This is an optimization exercise on Yosys and OpenROAD, whose aim is small area and a short achievable clock period, not a production implementation.
Function was checked by simulation only, so behaviour that the tests miss may differ from the original.
Power and IR drop assume default switching activity.

Setup of v22:
Design sensor_min_max_avg_tracker, start of the top module:
module sensor_min_max_avg_tracker #(
   parameter int QUEUE_DEPTH = smmat_pkg::QUEUE_DEPTH
) (
   input  logic                                 clock,
   input  logic                                 reset,
   input  logic                                 req_push,
   output logic                                 req_full,
   input  logic                                 req_func,
   input  logic signed [7:0]                    req_temp_sample,
   input  logic [15:0]                          req_visible_sample,
   input  logic [15:0]                          req_infrared_sample,
   output logic                                 rsp_empty,
   input  logic                                 rsp_pop,
   output logic [1:0]                           rsp_channel,
   output logic signed [smmat_pkg::VALUE_W-1:0] rsp_current,
   output logic signed [smmat_pkg::VALUE_W-1:0] rsp_average,
   output logic signed [smmat_pkg::VALUE_W-1:0] rsp_maximum,
   output logic signed [smmat_pkg::STAMP_W-1:0] rsp_max_time,
   output logic signed [smmat_pkg::VALUE_W-1:0] rsp_minimum,
   output logic signed [smmat_pkg::STAMP_W-1:0] rsp_min_time,
   output logic                                 rsp_last,
   input  logic                                 csr_valid,
   output logic                                 csr_ready,
   input  logic [1:0]                           csr_index,
   input  logic [smmat_pkg::PERIOD_W-1:0]       csr_data
);
For scale: roughly 3400 cells after synthesis, about 200 I/O pins, roughly 0.044 sq mm of cells after synthesis.
clock: 6.5 ns
lec_check: 0
cap_margin: 20
core_margin: 2
core_utilization: 60
setup_slack_margin: 3.5
slew_margin: 20
run.sh (not shown) runs the stock make flow with config.mk's settings and CLKGATE_MAP_FILE= SYNTH_SCRIPT=/design/flow/synth_recipe.tcl, a recipe that flattens the netlist after the stock synthesis.
Modified inputs, v34 compared to v22
- changing SETUP_SLACK_MARGIN from 3.5 to 3.2
==> flow/flow/run.sh (new file) <==
#!/bin/bash
# The standard layout, with plain buf_1 cells as the port buffers (the default choice is
# clkdlybuf4s50_1, a slow delay cell of more than twice the area). Every port still gets
# its own buffer; timing repair resizes the ones on critical paths.
set -euo pipefail
export BUFFER_PORTS_ARGS="-buffer_cell sky130_fd_sc_hd__buf_1"
bash standard.sh > standard.log 2>&1
==> flow/standard.sh (new file) <==
#!/bin/bash
# synth_recipe.tcl (not shown) runs the flow's synth.tcl, then flattens the netlist and writes it again
# the make line also repeats each setting of config.mk as NAME=value (left out here)
make -C /OpenROAD-flow-scripts/flow DESIGN_CONFIG=/design/flow/config.mk WORK_HOME=/design/flow/orfs CLKGATE_MAP_FILE= SYNTH_SCRIPT=/design/flow/synth_recipe.tcl "${@:-finish}"
removed: flow/run.sh
[summary]
Compared v34 against v22; total routed wire length on the met1 layer within noise.
v34 consumes less power than v22 does.
[compare] base=v22 new=v34: cell area went down by 5.1%; final setup slack of the worst path shrank by 0.58 ns; detailed-routed wire length on met2 went down; HPWL after detailed placement shows a reduction of about 1.2%.
v34 went all the way through the flow, and no timing, DRC or antenna check failed.
Relative to v22, routed wire length decreased by about 3.6% in v34.
When v34 is measured against v22, its count of routing violations after the opening detailed-route iteration turns out about 7% lower.

---

Starting RTL as in the previous note.
## sensor_min_max_avg_tracker
module sensor_min_max_avg_tracker #(
   parameter int QUEUE_DEPTH = smmat_pkg::QUEUE_DEPTH
) (
   input  logic                                 clock,
   input  logic                                 reset,
   input  logic                                 req_push,
   output logic                                 req_full,
   input  logic                                 req_func,
   input  logic signed [7:0]                    req_temp_sample,
   input  logic [15:0]                          req_visible_sample,
   input  logic [15:0]                          req_infrared_sample,
   output logic                                 rsp_empty,
   input  logic                                 rsp_pop,
   output logic [1:0]                           rsp_channel,
   output logic signed [smmat_pkg::VALUE_W-1:0] rsp_current,
   output logic signed [smmat_pkg::VALUE_W-1:0] rsp_average,
   output logic signed [smmat_pkg::VALUE_W-1:0] rsp_maximum,
   output logic signed [smmat_pkg::STAMP_W-1:0] rsp_max_time,
   output logic signed [smmat_pkg::VALUE_W-1:0] rsp_minimum,
   output logic signed [smmat_pkg::STAMP_W-1:0] rsp_min_time,
   output logic                                 rsp_last,
   input  logic                                 csr_valid,
   output logic                                 csr_ready,
   input  logic [1:0]                           csr_index,
   input  logic [smmat_pkg::PERIOD_W-1:0]       csr_data
);
export LEC_CHECK = 0
export CAP_MARGIN = 20
export CORE_MARGIN = 2
export CORE_UTILIZATION = 60
export SETUP_SLACK_MARGIN = 3.8
export SLEW_MARGIN = 20
create_clock -name core_clock -period 6.5 [get_ports {clock}]
standard.sh (not shown) runs the stock make flow with config.mk's settings and CLKGATE_MAP_FILE= SYNTH_SCRIPT=/design/flow/synth_recipe.tcl, a recipe that flattens the netlist after the stock synthesis.
==> flow/flow/run.sh <==
#!/bin/bash
# The standard layout, with plain buf_1 cells as the port buffers (the default choice is
# clkdlybuf4s50_1, a slow delay cell of more than twice the area). Every port still gets
# its own buffer; timing repair resizes the ones on critical paths.
set -euo pipefail
export BUFFER_PORTS_ARGS="-buffer_cell sky130_fd_sc_hd__buf_1"
bash standard.sh > standard.log 2>&1
The starting point finished with timing, DRC and antenna clean.
Then changed:
SETUP_SLACK_MARGIN = 3.5   (was 3.8)
Result:
- area after synthesis does not change
- design area falls by a little under a tenth
- clock power falls by a few percent
- hold slack hardly moves
- non-clock buffer count falls by 166
- maximum frequency rises slightly
- synthesized cell count does not change
- wire length falls by roughly a tenth

## what the ideal ports hide
The flow's constraints put no driver on any port. The routed layouts listed below were extracted and timed again, unchanged, in two steps. Step 1, drivers: a clkbuf_16 drives clock and a buf_2 each remaining input, both assumed. Step 2 also shifts input and output timing later by t, the mid clock arrival at the registers, as if the neighbouring blocks saw the same clock. Three values: no drivers, after step 1, after step 2; two values: the first two.
run	t (ns)	slack for setup (ns)	hold slack, ns
v22	0.722	3.520 / 3.464 / 2.844	0.412 / 0.412 / 0.412
v34	0.726	2.938 / 2.976 / 2.250	0.414 / 0.414 / 0.414
the first run of note 2	0.730	3.534 / 3.534 / 3.070	0.417 / 0.417 / 0.417
the second run of note 2	0.721	3.560 / 3.515 / 3.058	0.415 / 0.415 / 0.415
After both steps setup and hold are still met in every run listed. The setup slack of v34, which loses most, moves by +0.038 ns with the drivers and by -0.688 ns with both steps.
